This is an optimization exercise on Yosys and OpenROAD, whose aim is small area, not a production implementation. Function was checked by simulation only, so behaviour that the tests miss may differ from the original. No activity file was given, so power comes from the tool's default toggle rates.

// scalar_kalman_filter_unit
module scalar_kalman_filter_unit (
    input  logic                                 i_clk,
    input  logic                                 i_rst_n,
    input  logic                                 i_in_valid,
    output logic                                 o_in_stall,
    input  logic signed [skf_pkg::VALUE_W-1:0]   i_sample,
    output logic                                 o_out_valid,
    input  logic                                 i_out_stall,
    output logic signed [skf_pkg::VALUE_W-1:0]   o_estimate,
    input  logic                                 i_cfg_we,
    input  logic [skf_pkg::CFG_IDX_W-1:0]        i_cfg_index,
    input  logic [skf_pkg::REG_W-1:0]            i_cfg_data
);
clock: 12.0 ns
lec_check: 0
cap_margin: 20
core_margin: 2
core_utilization: 40
slew_margin: 20
run.sh (not shown) runs the stock make flow with config.mk's settings and CLKGATE_MAP_FILE= SYNTH_SCRIPT=/design/flow/synth_recipe.tcl, a recipe that flattens the netlist after the stock synthesis.
==> next run, changes <==
==> flow/flow/run.sh (new file) <==
#!/bin/bash
# Standard ORFS layout, with the smallest buffer on the ports and a clock tree
# of small buffers without dummy loads. Make's output goes to flow.log here;
# each ORFS step keeps its own log under orfs/logs.
set -euo pipefail
bash standard.sh \
  "BUFFER_PORTS_ARGS=-buffer_cell sky130_fd_sc_hd__buf_1" \
  "CTS_ARGS=-sink_clustering_enable -repair_clock_nets -buf_list sky130_fd_sc_hd__clkbuf_4 -sink_clustering_size 12 -sink_clustering_max_diameter 30 -dont_use_dummy_load" \
  finish > flow.log 2>&1
==> flow/standard.sh (new file) <==
#!/bin/bash
# synth_recipe.tcl (not shown) runs the flow's synth.tcl, then flattens the netlist and writes it again
# the make line also repeats each setting of config.mk as NAME=value (left out here)
make -C /OpenROAD-flow-scripts/flow DESIGN_CONFIG=/design/flow/config.mk WORK_HOME=/design/flow/orfs CLKGATE_MAP_FILE= SYNTH_SCRIPT=/design/flow/synth_recipe.tcl "${@:-finish}"
--- a/flow/config.mk
+++ b/flow/config.mk
@@ -10 +10 @@
-export CORE_UTILIZATION = 40
+export CORE_UTILIZATION = 65
removed: flow/run.sh
Combinational power decreases by 23%.
Synthesized cell count is unchanged.
Critical path depth is unchanged.
Worst setup slack is better by 0.073 ns.
Synthesized area stays the same.
Register-to-register slack gets better by 0.07 ns.
Sequential power barely changes.

The RTL this note starts from:
==> flow/design.v <==
package skf_pkg;
    localparam int VALUE_W   = 32;
    localparam int COV_FRAC  = 30;
    localparam int COV_W     = COV_FRAC + 2;
    localparam int REG_W     = COV_W;
    localparam int CFG_IDX_W = 2;
    localparam logic [CFG_IDX_W-1:0] REG_PROCESS_NOISE     = CFG_IDX_W'(0);
    localparam logic [CFG_IDX_W-1:0] REG_MEASUREMENT_NOISE = CFG_IDX_W'(1);
    localparam logic [REG_W-1:0]     Q_RESET   = REG_W'(1073742);
    localparam logic [REG_W-1:0]     R_RESET   = REG_W'(10737418);
    localparam logic [2:0] P_IDLE = 3'd0;   
    localparam logic [2:0] P_PRE  = 3'd1;   
    localparam logic [2:0] P_DIV  = 3'd2;   
    localparam logic [2:0] P_EMUL = 3'd3;   
    localparam logic [2:0] P_ECPY = 3'd4;   
    localparam logic [2:0] P_CMUL = 3'd5;   
    localparam logic [2:0] P_CCPY = 3'd6;   
endpackage
module skf_sadd (
    input  logic a,
    input  logic b,
    input  logic ci,
    output logic s,
    output logic co
);
    assign s  = a ^ b ^ ci;
    assign co = (a & b) | (ci & (a ^ b));
endmodule
import skf_pkg::*;
module scalar_kalman_filter_unit (
    input  logic                                 i_clk,
    input  logic                                 i_rst_n,
    input  logic                                 i_in_valid,
    output logic                                 o_in_stall,
    input  logic signed [skf_pkg::VALUE_W-1:0]   i_sample,
    output logic                                 o_out_valid,
    input  logic                                 i_out_stall,
    output logic signed [skf_pkg::VALUE_W-1:0]   o_estimate,
    input  logic                                 i_cfg_we,
    input  logic [skf_pkg::CFG_IDX_W-1:0]        i_cfg_index,
    input  logic [skf_pkg::REG_W-1:0]            i_cfg_data
);
    logic [4:0]  r_cyc;         
    logic [4:0]  r_pc;          
    logic [2:0]  r_ph;
    logic        r_out_valid;
    logic [REG_W-1:0]   r_q, r_r;
    logic [VALUE_W-1:0] r_est;
    logic [31:0]        r_cov;   
    logic [31:0]        r_rem;   
    logic [32:0]        r_g;     
    logic               r_qdef, r_rdef;
    logic               r_fresh;  
    logic r_c1, r_c2, r_c3;      
    logic r_d;                   
    logic r_gcap;                
    logic r_seen;                
    logic r_rneg;                
    logic r_satp, r_satd;        
    logic r_rz, r_s1z, r_s1m;    
    logic [REG_W-1:0]   q_reset, r_reset;
    assign q_reset = Q_RESET;
    assign r_reset = R_RESET;
    logic j0, j31;
    logic ph_idle, ph_pre, ph_div, ph_emul, ph_ecpy, ph_cmul, ph_ccpy;
    logic q_bit, r_bit, s_bit, cov_bit, pred_bit, est_bit, smp_bit, take;
    logic g_bit, m_bit;
    logic gz, gm, div_sign, gbit_w;
    logic a_x, a_y, a_ci, a_s, a_co;
    logic b_x, b_ci, b_s, b_co, den_bit;
    logic sub, acc_bit, m_x, m_y, m_ci, m_s, m_co, m_hi;
    logic mul, est_sh, est_in, cov_in, rem31_in, rem30_in, g30_in, g0_in;
    assign j0  = (r_cyc == 5'd0);
    assign j31 = (r_cyc == 5'd31);
    assign ph_idle = (r_ph == P_IDLE);
    assign ph_pre  = (r_ph == P_PRE);
    assign ph_div  = (r_ph == P_DIV);
    assign ph_emul = (r_ph == P_EMUL);
    assign ph_ecpy = (r_ph == P_ECPY);
    assign ph_cmul = (r_ph == P_CMUL);
    assign ph_ccpy = (r_ph == P_CCPY);
    assign mul     = ph_emul || ph_cmul;
    assign q_bit    = r_qdef ? q_reset[r_cyc] : r_q[r_cyc];
    assign r_bit    = r_rdef ? r_reset[r_cyc] : r_r[r_cyc];
    assign s_bit    = i_sample[r_cyc];
    assign cov_bit  = r_fresh ? (r_cyc == 5'd30) : r_cov[0];
    assign pred_bit = r_satp || r_cov[0];
    assign est_bit  = !r_fresh && r_est[0];
    assign smp_bit  = r_fresh ? r_est[0] : s_bit;
    assign g_bit = j0 ? r_g[0] : r_gcap;
    assign m_bit = g_bit ^ r_seen;
    assign a_x  = ph_pre ? cov_bit : (g_bit && smp_bit);
    assign a_y  = ph_pre ? q_bit : (m_bit && est_bit);
    assign a_ci = !j0 && r_c1;
    skf_sadd u_add_a (.a(a_x), .b(a_y), .ci(a_ci), .s(a_s), .co(a_co));
    assign b_x  = ph_pre ? a_s : pred_bit;
    assign b_ci = !j0 && r_c2;
    skf_sadd u_add_b (.a(b_x), .b(r_bit), .ci(b_ci), .s(b_s), .co(b_co));
    assign den_bit = r_satd || b_s;
    assign sub     = !r_rneg;
    assign acc_bit = (r_pc != 5'd0) && r_rem[0];
    assign m_x     = ph_div ? (!j0 && r_d) : acc_bit;
    assign m_y     = ph_div ? (den_bit ^ sub) : (ph_emul ? a_s : (m_bit && pred_bit));
    assign m_ci    = j0 ? (ph_div && sub) : r_c3;
    skf_sadd u_add_m (.a(m_x), .b(m_y), .ci(m_ci), .s(m_s), .co(m_co));
    assign div_sign = r_rem[0] ^ sub ^ m_co;
    assign m_hi     = ph_emul ? (m_x ^ a_x ^ a_y ^ a_co ^ m_co) : m_co;
    assign gz     = r_rz && r_s1z && !r_satp;
    assign gm     = !gz && (r_satp || r_s1m || r_rz);
    assign gbit_w = gm || (!gz && !div_sign);
    assign cov_in   = ph_pre  ? a_s :
                      ph_ccpy ? (r_seen ? r_rem[0] : r_cov[0]) : r_cov[0];
    assign rem31_in = ph_pre ? a_s : ph_div ? m_s : (mul && j31) ? m_hi : r_rem[0];
    assign rem30_in = (mul && !j0) ? m_s : r_rem[31];
    assign g30_in   = (mul || ph_ecpy) ? r_g[0] : r_g[31];
    assign g0_in    = (ph_div && j31) ? gbit_w : r_g[1];
    assign est_sh   = ph_emul || ph_ecpy || (ph_pre && r_fresh);
    assign est_in   = ph_pre  ? s_bit :
                      ph_ecpy ? (r_seen ? r_rem[0] : (!r_fresh && r_est[0])) : r_est[0];
    always_ff @(posedge i_clk) begin
        r_cov <= {cov_in, r_cov[31:1]};
        r_rem <= {rem31_in, rem30_in, r_rem[30:1]};
        r_g   <= {r_g[0], r_g[32], g30_in, r_g[30:2], g0_in};
        if (est_sh) r_est <= {est_in, r_est[VALUE_W-1:1]};
        r_c1 <= a_co;
        r_c2 <= b_co;
        r_c3 <= m_co;
        r_d  <= r_rem[0];
        if (j0) r_gcap <= r_g[0];
        if (ph_idle) begin
            r_rz  <= 1'b1;
            r_s1z <= 1'b1;
            r_s1m <= 1'b1;
        end else if (ph_pre) begin
            r_rz  <= r_rz && !r_bit;
            r_s1z <= r_s1z && !a_s;
            r_s1m <= r_s1m && a_s;
        end
        if (ph_pre && j31) begin
            r_satp <= a_co;
            r_satd <= b_co;
        end
        if (ph_pre) r_rneg <= 1'b0;
        else if (ph_div && j31) r_rneg <= div_sign;
        if (j31) begin
            r_seen <= mul && (r_seen || g_bit);
        end
        if (i_cfg_we && i_cfg_index == REG_PROCESS_NOISE) r_q <= i_cfg_data;
        if (i_cfg_we && i_cfg_index == REG_MEASUREMENT_NOISE) r_r <= i_cfg_data;
        if (!i_rst_n) begin
            r_cyc       <= '0;
            r_pc        <= '0;
            r_ph        <= P_IDLE;
            r_out_valid <= 1'b0;
            r_qdef      <= 1'b1;
            r_rdef      <= 1'b1;
            r_fresh     <= 1'b1;
        end else begin
            r_cyc <= r_cyc + 5'd1;
            if (i_cfg_we && i_cfg_index == REG_PROCESS_NOISE) r_qdef <= 1'b0;
            if (i_cfg_we && i_cfg_index == REG_MEASUREMENT_NOISE) r_rdef <= 1'b0;
            if (ph_ecpy && j31) r_fresh <= 1'b0;
            if (ph_ecpy && j31) begin
                r_out_valid <= 1'b1;
            end else if (!i_out_stall) begin
                r_out_valid <= 1'b0;
            end
            if (j31) begin
                r_pc <= ((ph_div || mul) && r_pc != 5'd29) ? r_pc + 5'd1 : 5'd0;
                case (r_ph)
                    P_IDLE: if (i_in_valid && (!r_out_valid || !i_out_stall)) r_ph <= P_PRE;
                    P_PRE:  r_ph <= P_DIV;
                    P_DIV:  if (r_pc == 5'd29) r_ph <= P_EMUL;
                    P_EMUL: if (r_pc == 5'd29) r_ph <= P_ECPY;
                    P_ECPY: r_ph <= P_CMUL;
                    P_CMUL: if (r_pc == 5'd29) r_ph <= P_CCPY;
                    default: r_ph <= P_IDLE;
                endcase
            end
        end
    end
    assign take        = r_fresh ? ph_pre : (ph_emul && r_pc == 5'd29);
    assign o_in_stall  = !(take && j31);
    assign o_out_valid = r_out_valid;
    assign o_estimate  = r_est;
endmodule
export LEC_CHECK = 0
export CAP_MARGIN = 20
export CORE_MARGIN = 2
export CORE_UTILIZATION = 50
export SLEW_MARGIN = 20
create_clock -name core_clock -period 12.0 [get_ports {i_clk}]
standard.sh (not shown) runs the stock make flow with config.mk's settings and CLKGATE_MAP_FILE= SYNTH_SCRIPT=/design/flow/synth_recipe.tcl, a recipe that flattens the netlist after the stock synthesis.
==> flow/flow/run.sh <==
#!/bin/bash
# Standard ORFS layout (the standard.sh) with three changes:
#  - synthesis is the standard flow's own, but abc maps with an area-oriented script
#    (flow/synth_area.tcl, flow/area.abc); registers are mapped as before;
#  - the port buffers are the smallest buffer, buf_1;
#  - the clock tree uses clkbuf_8 leaves, clkbuf_4 above them, no dummy loads.
# Make's output goes to flow.log here; each ORFS step keeps its own log under
# orfs/logs.
set -euo pipefail
here=$PWD
export FLOW_SYNTH_TCL=$here/synth_recipe.tcl
export AREA_ABC_SCRIPT=$here/flow/area.abc
bash standard.sh \
  "SYNTH_SCRIPT=$here/flow/synth_area.tcl" \
  "BUFFER_PORTS_ARGS=-buffer_cell sky130_fd_sc_hd__buf_1" \
  "CTS_ARGS=-sink_clustering_enable -repair_clock_nets -buf_list sky130_fd_sc_hd__clkbuf_8 -sink_clustering_size 20 -sink_clustering_max_diameter 60 -root_buf sky130_fd_sc_hd__clkbuf_4 -tree_buf sky130_fd_sc_hd__clkbuf_4 -dont_use_dummy_load" \
  finish > flow.log 2>&1
==> flow/flow/area.abc <==
strash
dch
map -a
==> flow/flow/synth_area.tcl <==
# The standard synthesis (synth_recipe.tcl, which sources ORFS synth.tcl),
# with one change: abc maps the logic with the area-oriented script in
# AREA_ABC_SCRIPT instead of ORFS's delay-oriented one. Every other abc
# argument (liberty, don't-use cells, constraints) is kept.
proc abc {args} {
  set out {}
  set i 0
  while {$i < [llength $args]} {
    set a [lindex $args $i]
    if {$a eq "-script"} {
      incr i
      lappend out -script $::env(AREA_ABC_SCRIPT)
    } else {
      lappend out $a
    }
    incr i
  }
  yosys abc {*}$out
}
source $::env(FLOW_SYNTH_TCL)
==> next run, changes <==
==> flow/flow/run.sh (replaced) <==
#!/bin/bash
# Standard ORFS layout, with the smallest buffer on the ports and a clock tree
# of small buffers without dummy loads. Make's output goes to flow.log here;
# each ORFS step keeps its own log under orfs/logs.
set -euo pipefail
bash standard.sh \
  "BUFFER_PORTS_ARGS=-buffer_cell sky130_fd_sc_hd__buf_1" \
  "CTS_ARGS=-sink_clustering_enable -repair_clock_nets -buf_list sky130_fd_sc_hd__clkbuf_8 -sink_clustering_size 20 -sink_clustering_max_diameter 60 -root_buf sky130_fd_sc_hd__clkbuf_4 -tree_buf sky130_fd_sc_hd__clkbuf_4 -dont_use_dummy_load" \
  finish > flow.log 2>&1
CORE_UTILIZATION = 40   (was 50)
removed: flow/flow/area.abc
removed: flow/flow/synth_area.tcl
Effect:
- clock skew is lower by 0.032 ns
- clock power climbs by about 2%
- wire length came out higher by 2.8%
- via count drops by 4.3%
==> next run, changes <==
==> flow/flow/run.sh (replaced) <==
#!/bin/bash
# Standard ORFS layout (the standard.sh) with three changes:
#  - synthesis is the standard flow's own, but abc maps with an area-oriented script
#    (flow/synth_area.tcl, flow/area.abc); registers are mapped as before;
#  - the port buffers are the smallest buffer, buf_1;
#  - the clock tree uses clkbuf_8 leaves, clkbuf_4 above them, no dummy loads.
# Make's output goes to flow.log here; each ORFS step keeps its own log under
# orfs/logs.
set -euo pipefail
here=$PWD
export FLOW_SYNTH_TCL=$here/synth_recipe.tcl
export AREA_ABC_SCRIPT=$here/flow/area.abc
bash standard.sh \
  "SYNTH_SCRIPT=$here/flow/synth_area.tcl" \
  "BUFFER_PORTS_ARGS=-buffer_cell sky130_fd_sc_hd__buf_1" \
  "CTS_ARGS=-sink_clustering_enable -repair_clock_nets -buf_list sky130_fd_sc_hd__clkbuf_8 -sink_clustering_size 20 -sink_clustering_max_diameter 60 -root_buf sky130_fd_sc_hd__clkbuf_4 -tree_buf sky130_fd_sc_hd__clkbuf_4 -dont_use_dummy_load" \
  finish > flow.log 2>&1
==> flow/flow/area.abc (new file) <==
strash
dch
amap
==> flow/flow/synth_area.tcl (new file) <==
# The standard synthesis (synth_recipe.tcl, which sources ORFS synth.tcl),
# with one change: abc maps the logic with the area-oriented script in
# AREA_ABC_SCRIPT instead of ORFS's delay-oriented one. Every other abc
# argument (liberty, don't-use cells, constraints) is kept.
proc abc {args} {
  set out {}
  set i 0
  while {$i < [llength $args]} {
    set a [lindex $args $i]
    if {$a eq "-script"} {
      incr i
      lappend out -script $::env(AREA_ABC_SCRIPT)
    } else {
      lappend out $a
    }
    incr i
  }
  yosys abc {*}$out
}
source $::env(FLOW_SYNTH_TCL)
CORE_UTILIZATION = 50   (was 40)
Outcome: Fmax falls by 7.7%. Total power rises by 0.34%. Global-route usage rises by 4.2 points. Clock skew rises by 0.026 ns. Worst setup slack loses 0.52 ns. Flip-flop and latch count stays the same. Die area falls by 23%. Cell area falls by 3.1%. Wire length rises by 0.33%. Non-clock buffer count rises by 2. Via count rises by 3.5%.
==> next run, changes <==
--- a/flow/flow/run.sh
+++ b/flow/flow/run.sh
@@ -14,4 +14,4 @@
   "SYNTH_SCRIPT=$here/flow/synth_area.tcl" \
   "BUFFER_PORTS_ARGS=-buffer_cell sky130_fd_sc_hd__buf_1" \
-  "CTS_ARGS=-sink_clustering_enable -repair_clock_nets -buf_list sky130_fd_sc_hd__clkbuf_8 -sink_clustering_size 20 -sink_clustering_max_diameter 60 -root_buf sky130_fd_sc_hd__clkbuf_4 -tree_buf sky130_fd_sc_hd__clkbuf_4 -dont_use_dummy_load" \
+  "CTS_ARGS=-sink_clustering_enable -repair_clock_nets -buf_list sky130_fd_sc_hd__clkbuf_8 -sink_clustering_size 16 -sink_clustering_max_diameter 50 -root_buf sky130_fd_sc_hd__clkbuf_4 -tree_buf sky130_fd_sc_hd__clkbuf_4 -dont_use_dummy_load" \
   finish > flow.log 2>&1
Die area does not change.
Final area rose by 0.48%.
Wire length increases by 0.58%.
Worst hold slack degrades by 0.029 ns.
Via count is higher by 0.45%.

## port drivers added, routing unchanged
Ports are ideal in the flow. The routed layouts listed here were re-timed in OpenROAD.
Step 1 sets driving cells, clkbuf_16 on the clock port and buf_2 on the other inputs (assumed; they add their load-dependent delay and slew).
Step 2 moves the port delays by t, midway between the first and last clock arrival at a register: inputs arrive t later, outputs are due t later. That takes back most of the time a late clock gives input paths.
Slacks: ideal / step 1 / step 2; pairs: ideal / step 1.
run | shift t [ns] | setup slack, ns | worst setup path at the end | pins driven straight from the clock port
the first run of note 1 | 0.559 | 6.340 / 6.340 / 6.340 | register to register | 1
the second run of note 1 | 0.629 | 6.413 / 6.413 / 6.413 | register to register | 1
the first run of note 2 | 0.602 | 5.995 / 5.995 / 5.585 | input to register | 1
the second run of note 2 | 0.609 | 5.811 / 5.799 / 5.189 | input to register | 1
the third run of note 2 | 0.591 | 5.295 / 5.310 / 4.719 | input to register | 1
the fourth run of note 2 | 0.635 | 5.341 / 5.354 / 4.720 | input to register | 1
After both steps setup and hold are still met in every run listed. For the second run of note 2, which loses most, drivers alone change the setup slack by -0.012 ns; drivers and shift together by -0.622 ns.
